What follows belongs to an exercise in optimizing a design on an open flow for small area; a production flow would make more cautious choices.
Only simulation tests tie the RTL to the original design; equivalence was not proved.
Power is estimated from default activity; no workload was simulated.

==> flow/design.v <==
package pipe_scene_pkg;
    typedef logic [23:0] rgb_t;
    localparam logic [15:0] LFSR_SEED = 16'hACE1;
endpackage
module raster_counter (
    input  logic        clk,
    input  logic        rst_i,
    input  logic        cen_i,
    input  logic [1:0]  vh_blank_i,
    input  logic [2:0]  dvh_sync_i,
    output logic [10:0] x_o,
    output logic [10:0] yd_o,
    output logic        active_o,
    output logic        frame_start_o
);
    logic hsync_q;
    logic vsync_q;
    logic hsync_rise;
    logic vsync_rise;
    logic [10:0] x_q;
    logic [10:0] yd_q;
    always_ff @(posedge clk or posedge rst_i) begin
        if (rst_i) begin
            hsync_q <= 1'b0;
            vsync_q <= 1'b0;
        end else begin
            hsync_q <= dvh_sync_i[0];
            vsync_q <= dvh_sync_i[1];
        end
    end
    assign hsync_rise    = dvh_sync_i[0] & ~hsync_q;
    assign vsync_rise    = dvh_sync_i[1] & ~vsync_q;
    assign active_o      = (vh_blank_i == 2'b00);
    assign frame_start_o = vsync_rise;
    always_ff @(posedge clk or posedge rst_i) begin
        if (rst_i) begin
            x_q  <= '0;
            yd_q <= 11'd1767;
        end else if (cen_i) begin
            if (vsync_rise) begin
                x_q  <= '0;
                yd_q <= 11'd1767;
            end else if (hsync_rise) begin
                x_q <= '0;
                if (yd_q != 11'd688) begin
                    yd_q <= yd_q - 11'd1;
                end
            end else if (active_o && (x_q != 11'd1919)) begin
                x_q <= x_q + 11'd1;
            end
        end
    end
    assign x_o  = x_q;
    assign yd_o = yd_q;
endmodule
module pipe_scroller (
    input  logic        clk,
    input  logic        rst_i,
    input  logic        cen_i,
    input  logic        fast_i,
    input  logic        frame_start_i,
    output logic [9:0]  a_o,
    output logic [39:0] gap_o
);
    logic [9:0]  a_q;
    logic [39:0] gap_q;
    logic [15:0] lfsr_q;
    logic        step2_q;
    logic        step;
    logic [9:0]  a1;
    logic [10:0] ac;
    logic        wrap;
    logic        fb1;
    logic        fb2;
    logic [9:0]  v;
    logic        v_ge;
    logic [9:0]  k;
    logic [10:0] hc;
    logic [9:0]  hnew;
    assign step = cen_i & frame_start_i;
    always_comb begin
        a1[0] = a_q[0] ^ ~fast_i;
        ac[1] = a_q[0] & ~fast_i;
        a1[1] = a_q[1] ^ (fast_i | ac[1]);
        ac[2] = a_q[1] & (fast_i | ac[1]);
        for (int i = 2; i < 10; i++) begin
            a1[i]   = a_q[i] ^ ac[i];
            ac[i+1] = a_q[i] & ac[i];
        end
    end
    assign wrap = (a_q == 10'd22) || (a_q == 10'd21 && fast_i);
    assign fb1  = lfsr_q[15] ^ lfsr_q[13] ^ lfsr_q[12] ^ lfsr_q[10];
    assign fb2  = lfsr_q[14] ^ lfsr_q[12] ^ lfsr_q[11] ^ lfsr_q[9];
    assign v    = {lfsr_q[7:0], fb1, fb2};
    assign v_ge = (v >= 10'd681);
    assign k    = v_ge ? 10'd943 : 10'd600;
    always_comb begin
        hc[0] = 1'b0;
        for (int i = 0; i < 10; i++) begin
            hnew[i] = v[i] ^ k[i] ^ hc[i];
            hc[i+1] = (v[i] & k[i]) | (v[i] & hc[i]) | (k[i] & hc[i]);
        end
    end
    always_ff @(posedge clk or posedge rst_i) begin
        if (rst_i) begin
            a_q    <= 10'd494;
            gap_q  <= {10'd980, 10'd740, 10'd16, 10'd820};
        end else if (step) begin
            if (wrap) begin
                a_q   <= (~a_q[0] & fast_i) ? 10'd918 : 10'd917;
                gap_q <= {hnew, gap_q[39:10]};
            end else begin
                a_q   <= a1;
            end
        end
    end
    always_ff @(posedge clk or posedge rst_i) begin
        if (rst_i) begin
            lfsr_q  <= pipe_scene_pkg::LFSR_SEED;
            step2_q <= 1'b0;
        end else begin
            step2_q <= step & wrap;
            if (step || step2_q) begin
                lfsr_q <= {lfsr_q[14:0], fb1};
            end
        end
    end
    assign a_o   = a_q;
    assign gap_o = gap_q;
endmodule
module pixel_composer (
    input  logic        clk,
    input  logic        rst_i,
    input  logic        cen_i,
    input  logic [10:0] x_i,
    input  logic [10:0] yd_i,
    input  logic        active_i,
    input  logic [9:0]  a_i,
    input  logic [39:0] gap_i,
    input  logic [2:0]  dvh_sync_i,
    output logic [2:0]  dvh_sync_o,
    output logic [23:0] vid_rgb_o
);
    logic [9:0]  f;
    logic [10:0] fc;
    logic [1:0]  r;
    logic [5:0]  w;
    logic [6:0]  wb;
    logic        in_win;
    logic        u0, u1, u22;
    logic [9:0]  hsel;
    logic [9:0]  t;
    logic [10:0] tc;
    logic        in_gap;
    logic        hit;
    logic        dark, light;
    logic [7:0]  b_d;
    logic [7:0]  b_q;
    logic [2:0]  sync_q;
    logic        sky;
    always_comb begin
        fc[0] = 1'b0;
        for (int i = 0; i < 10; i++) begin
            f[i]    = (i < 9 ? x_i[i+2] : 1'b0) ^ a_i[i] ^ fc[i];
            fc[i+1] = ((i < 9 ? x_i[i+2] : 1'b0) & a_i[i]) | ((i < 9 ? x_i[i+2] : 1'b0) & fc[i]) | (a_i[i] & fc[i]);
        end
    end
    assign r = f[8:7];
    always_comb begin
        wb[0] = 1'b0;
        for (int i = 0; i < 6; i++) begin
            w[i]    = f[i+1] ^ (i < 2 ? r[i] : 1'b0) ^ wb[i];
            wb[i+1] = (~f[i+1] & ((i < 2 ? r[i] : 1'b0) | wb[i])) | ((i < 2 ? r[i] : 1'b0) & wb[i]);
        end
    end
    assign in_win = ~f[9] & ~wb[6] & ((w <= 6'd10) || (w == 6'd11 && ~f[0] && ~x_i[1]));
    assign u0     = (w == 6'd0) & ~f[0];
    assign u1     = (w == 6'd0) & f[0];
    assign u22    = (w == 6'd11) & ~f[0];
    always_comb begin
        hsel = ({10{r == 2'd0}} & gap_i[9:0])   | ({10{r == 2'd1}} & gap_i[19:10]) |
               ({10{r == 2'd2}} & gap_i[29:20]) | ({10{r == 2'd3}} & gap_i[39:30]);
    end
    always_comb begin
        tc[0] = 1'b0;
        for (int i = 0; i < 10; i++) begin
            t[i]    = yd_i[i] ^ hsel[i] ^ tc[i];
            tc[i+1] = (yd_i[i] & hsel[i]) | (yd_i[i] & tc[i]) | (hsel[i] & tc[i]);
        end
    end
    assign in_gap = (t[9:8] == 2'b00) && (t[7:4] != 4'b1111);
    assign hit   = active_i && in_win && !in_gap;
    assign dark  = (u0 && !x_i[1]) || u22;
    assign light = (u0 && x_i[1]) || (u1 && !x_i[1]);
    always_comb begin
        if (hit) begin
            b_d = dark ? 8'h1F : light ? 8'h6A : 8'h30;
        end else if (yd_i <= 11'd727) begin
            b_d = 8'h13;
        end else if (yd_i <= 11'd807) begin
            b_d = 8'h57;
        end else if (yd_i >= 11'd960) begin
            b_d = yd_i[10:3];
        end else begin
            b_d = 8'd120;
        end
    end
    always_ff @(posedge clk or posedge rst_i) begin
        if (rst_i) begin
            b_q    <= '0;
            sync_q <= '0;
        end else if (cen_i) begin
            b_q    <= b_d;
            sync_q <= dvh_sync_i;
        end
    end
    assign sky = b_q[7] | (b_q[6] & b_q[5] & b_q[4] & b_q[3]);
    assign vid_rgb_o[7:0]  = b_q;
    assign vid_rgb_o[8]    = b_q[0] & ~b_q[3] & ~b_q[7];
    assign vid_rgb_o[9]    = sky | (b_q[0] & b_q[6]);
    assign vid_rgb_o[10]   = sky | (b_q[0] & ~b_q[2]);
    assign vid_rgb_o[11]   = sky | (b_q[0] & b_q[6]);
    assign vid_rgb_o[12]   = b_q[5] & ~sky;
    assign vid_rgb_o[13]   = b_q[3] & ~sky;
    assign vid_rgb_o[14]   = b_q[7] | b_q[5] | (b_q[0] ^ b_q[2]);
    assign vid_rgb_o[15]   = b_q[7] | b_q[5] | b_q[2];
    assign vid_rgb_o[16]   = sky | (b_q[0] & ~b_q[6]);
    assign vid_rgb_o[17]   = sky | b_q[1];
    assign vid_rgb_o[18]   = sky | b_q[2];
    assign vid_rgb_o[19]   = b_q[1] & ~sky;
    assign vid_rgb_o[20]   = ~b_q[7] & (b_q[3] ^ b_q[5]);
    assign vid_rgb_o[21]   = ~sky & (b_q[5] | b_q[6]);
    assign vid_rgb_o[22]   = ~b_q[0] & b_q[1] & ~sky;
    assign vid_rgb_o[23]   = sky | (b_q[0] & ~b_q[2]);
    assign dvh_sync_o = sync_q;
endmodule
module pipe_scene_top (
    input  logic                 clk,
    input  logic                 rst_i,
    input  logic                 cen_i,
    input  logic                 fast_i,
    input  logic [1:0]           vh_blank_i,
    input  logic [2:0]           dvh_sync_i,
    output logic [2:0]           dvh_sync_o,
    output pipe_scene_pkg::rgb_t vid_rgb_o
);
    logic [10:0] x;
    logic [10:0] yd;
    logic        active;
    logic        frame_start;
    logic [9:0]  a;
    logic [39:0] gap;
    raster_counter u_raster_counter (
        .clk           (clk),
        .rst_i         (rst_i),
        .cen_i         (cen_i),
        .vh_blank_i    (vh_blank_i),
        .dvh_sync_i    (dvh_sync_i),
        .x_o           (x),
        .yd_o          (yd),
        .active_o      (active),
        .frame_start_o (frame_start)
    );
    pipe_scroller u_pipe_scroller (
        .clk           (clk),
        .rst_i         (rst_i),
        .cen_i         (cen_i),
        .fast_i        (fast_i),
        .frame_start_i (frame_start),
        .a_o           (a),
        .gap_o         (gap)
    );
    pixel_composer u_pixel_composer (
        .clk        (clk),
        .rst_i      (rst_i),
        .cen_i      (cen_i),
        .x_i        (x),
        .yd_i       (yd),
        .active_i   (active),
        .a_i        (a),
        .gap_i      (gap),
        .dvh_sync_i (dvh_sync_i),
        .dvh_sync_o (dvh_sync_o),
        .vid_rgb_o  (vid_rgb_o)
    );
endmodule
==> flow/config.mk <==
export PLATFORM = sky130hd
export DESIGN_NAME = pipe_scene_top
export DESIGN_NICKNAME = pipe_scene_top
export VERILOG_FILES = /design/flow/design.v
export SDC_FILE = /design/flow/constraint.sdc
export NUM_CORES = 4
export LEC_CHECK = 0
export CAP_MARGIN = 20
export CORE_MARGIN = 2
export CORE_UTILIZATION = 65
export SLEW_MARGIN = 20
==> flow/constraint.sdc <==
create_clock -name core_clock -period 16.0 [get_ports {clk}]
set_input_delay 3.2000 -clock core_clock [delete_from_list [all_inputs] [get_ports {clk}]]
set_output_delay 3.2000 -clock core_clock [all_outputs]
set_load 0.01 [all_outputs]
standard.sh (not shown) runs the stock make flow with config.mk's settings and CLKGATE_MAP_FILE= SYNTH_SCRIPT=/design/flow/synth_recipe.tcl, a recipe that flattens the netlist after the stock synthesis.
==> flow/flow/run.sh <==
#!/bin/bash
# ORFS layout with three changes from the standard one:
#  - synthesis maps logic with an area-oriented ABC script (flow/abc_area.script)
#    in place of ORFS's speed script, and leaves adders to ABC too (no
#    ADDER_MAP_FILE); everything else in synthesis, and so every register, is as
#    in the standard synthesis;
#  - ports are buffered with the smallest buffer;
#  - CTS uses clkbuf_8 and no dummy loads.
set -euo pipefail
WORK=$(pwd)
cat > "$WORK/my_synth.tcl" <<TCL
proc abc {args} {
  set i [lsearch -exact \$args -script]
  if {\$i >= 0} { set args [lreplace \$args [expr {\$i+1}] [expr {\$i+1}] $WORK/flow/abc_area.script] }
  yosys abc {*}\$args
}
source $WORK/synth_recipe.tcl
TCL
sed "s#SYNTH_SCRIPT=[^ ]*#SYNTH_SCRIPT=$WORK/my_synth.tcl ADDER_MAP_FILE=#" standard.sh > my_standard.sh
grep -q "SYNTH_SCRIPT=$WORK/my_synth.tcl" my_standard.sh
export BUFFER_PORTS_ARGS="-buffer_cell sky130_fd_sc_hd__buf_1"
export CTS_ARGS="-sink_clustering_enable -repair_clock_nets -dont_use_dummy_load -buf_list sky130_fd_sc_hd__clkbuf_8"
bash my_standard.sh > standard_flow.log 2>&1
==> flow/flow/abc_area.script <==
strash
&get -n
&fraig -x
&deepsyn -T 20
&put
dch -f
amap
Change:
--- a/flow/config.mk
+++ b/flow/config.mk
@@ -10 +10 @@
-export CORE_UTILIZATION = 65
+export CORE_UTILIZATION = 80
Worst hold slack improved by 3.1 ps.
Core utilization rises by 19 points.
Via count increases by about 8%.
Sequential power hardly moves.

---

Another version of the RTL of pipe_scene_top (not shown whole).
Size in the first run: ~530 cells after synthesis, about 100 flip-flops, roughly 36 I/O pins.
Settings: LEC_CHECK=0, CAP_MARGIN=20, CORE_MARGIN=2, CORE_UTILIZATION=40, SLEW_MARGIN=20; clock period 16.0 ns.
==> flow/flow/run.sh <==
#!/bin/bash
# Standard ORFS layout with two changes: ports are buffered with the
# smallest buffer, and CTS uses clkbuf_8 without dummy loads.
set -euo pipefail
export BUFFER_PORTS_ARGS="-buffer_cell sky130_fd_sc_hd__buf_1"
export CTS_ARGS="-sink_clustering_enable -repair_clock_nets -dont_use_dummy_load -buf_list sky130_fd_sc_hd__clkbuf_8"
bash standard.sh > standard_flow.log 2>&1
Rerun with:
==> flow/flow/run.sh (replaced) <==
#!/bin/bash
# ORFS layout with three changes from the standard one:
#  - synthesis maps logic with an area-oriented ABC script (flow/abc_area.script)
#    in place of ORFS's speed script, and leaves adders to ABC too (no
#    ADDER_MAP_FILE); everything else in synthesis, and so every register, is as
#    in the standard synthesis;
#  - ports are buffered with the smallest buffer;
#  - CTS uses clkbuf_8 and no dummy loads.
set -euo pipefail
WORK=$(pwd)
cat > "$WORK/my_synth.tcl" <<TCL
proc abc {args} {
  set i [lsearch -exact \$args -script]
  if {\$i >= 0} { set args [lreplace \$args [expr {\$i+1}] [expr {\$i+1}] $WORK/flow/abc_area.script] }
  yosys abc {*}\$args
}
source $WORK/synth_recipe.tcl
TCL
sed "s#SYNTH_SCRIPT=[^ ]*#SYNTH_SCRIPT=$WORK/my_synth.tcl ADDER_MAP_FILE=#" standard.sh > my_standard.sh
grep -q "SYNTH_SCRIPT=$WORK/my_synth.tcl" my_standard.sh
export BUFFER_PORTS_ARGS="-buffer_cell sky130_fd_sc_hd__buf_1"
export CTS_ARGS="-sink_clustering_enable -repair_clock_nets -dont_use_dummy_load -buf_list sky130_fd_sc_hd__clkbuf_8"
bash my_standard.sh > standard_flow.log 2>&1
==> flow/flow/abc_area.script (new file) <==
strash
&get -n
&fraig -x
&deepsyn -T 20
&put
dch -f
amap
Effect:
- setup slack gets better by 2.1 ns
- routed wire length is about the same
- total power rises by 2.7%
- first-iteration DRC count falls by about 0.36%
- final cell count rises by about 10%
- synthesized cell count rises by about 13%
- final area falls by about 11%
- fmax rises by about 30%
- worst hold slack gets worse by 0.011 ns
- core utilization rises by 1.2 points

---

pipe_scene_top again, from the RTL that the note above started with.
Settings: LEC_CHECK=0, CAP_MARGIN=20, CORE_MARGIN=2, CORE_UTILIZATION=40, SLEW_MARGIN=20; clock period 16.0 ns.
==> flow/flow/run.sh <==
#!/bin/bash
# ORFS layout with three changes from the standard one:
#  - synthesis maps logic with an area-oriented ABC script (flow/abc_area.script)
#    in place of ORFS's speed script; everything else in synthesis, and so every
#    register, is as in the standard synthesis;
#  - ports are buffered with the smallest buffer;
#  - CTS uses clkbuf_8 and no dummy loads.
set -euo pipefail
WORK=$(pwd)
cat > "$WORK/my_synth.tcl" <<TCL
proc abc {args} {
  set i [lsearch -exact \$args -script]
  if {\$i >= 0} { set args [lreplace \$args [expr {\$i+1}] [expr {\$i+1}] $WORK/flow/abc_area.script] }
  yosys abc {*}\$args
}
source $WORK/synth_recipe.tcl
TCL
sed "s#SYNTH_SCRIPT=[^ ]*#SYNTH_SCRIPT=$WORK/my_synth.tcl#" standard.sh > my_standard.sh
grep -q "SYNTH_SCRIPT=$WORK/my_synth.tcl" my_standard.sh
export BUFFER_PORTS_ARGS="-buffer_cell sky130_fd_sc_hd__buf_1"
export CTS_ARGS="-sink_clustering_enable -repair_clock_nets -dont_use_dummy_load -buf_list sky130_fd_sc_hd__clkbuf_8"
bash my_standard.sh > standard_flow.log 2>&1
==> flow/flow/abc_area.script <==
strash
&get -n
&fraig -x
&deepsyn -T 20
&dch -f
&nf -R 1000 -p
&put
The baseline produced a clean layout.
==> next run, changes <==
==> flow/run.sh (new file) <==
#!/bin/bash
# synth_recipe.tcl (not shown) runs the flow's synth.tcl, then flattens the netlist and writes it again
# the make line also repeats each setting of config.mk as NAME=value (left out here)
make -C /OpenROAD-flow-scripts/flow DESIGN_CONFIG=/design/flow/config.mk WORK_HOME=/design/flow/orfs CLKGATE_MAP_FILE= SYNTH_SCRIPT=/design/flow/synth_recipe.tcl finish
removed: flow/flow/run.sh
removed: flow/flow/abc_area.script
removed: flow/standard.sh
=>
- The changed run ran to the end with no violations
- via count is higher by 2.5%
- worst hold slack is about the same
- maximum frequency went up by 0.86%
- power grows by 18%
- setup slack improves by 75 ps
- non-clock buffer count rises by 1
- sequential cell count stays the same
- design area is higher by 12%
- critical path depth went down by 6

-- what the ideal ports hide --
No port has a modelled driver above. Below, the same layouts with a new extraction and two added sets of constraints. Step 1, drivers: a clkbuf_16 drives clk and a buf_2 each remaining input, both assumed. Step 2 times the ports against the registers' clock, not the clock port: input delays grow and output delays shrink by t, the midpoint of the rising clock arrivals with the driver on. a / b / c = ideal ports / drivers / drivers and shift; a / b = the first two.
run | shift t [ns] | setup WS [ns] | hold slack, ns | worst setup path after step 2 | cell pins on the clock port's net
the first run of note 1 | 0.386 | 9.171 / 9.184 / 8.798 | 0.492 / 0.492 / 0.492 | input to register | 1
the second run of note 1 | 0.402 | 9.019 / 9.028 / 8.626 | 0.495 / 0.495 / 0.495 | input to register | 1
the first run of note 2 | 0.414 | 7.312 / 7.312 / 7.312 | 0.494 / 0.494 / 0.494 | register to register | 1
the second run of note 2 | 0.402 | 9.384 / 9.395 / 8.992 | 0.483 / 0.483 / 0.483 | input to register | 1
the first run of note 3 | 0.401 | 7.279 / 7.279 / 7.279 | 0.493 / 0.493 / 0.493 | register to register | 1
the second run of note 3 | 0.393 | 7.353 / 7.353 / 7.353 | 0.493 / 0.493 / 0.493 | register to register | 1
After both steps every run listed still meets setup and hold. The setup slack of the second run of note 1, which loses most, moves by +0.009 ns with the drivers and by -0.393 ns with both steps.
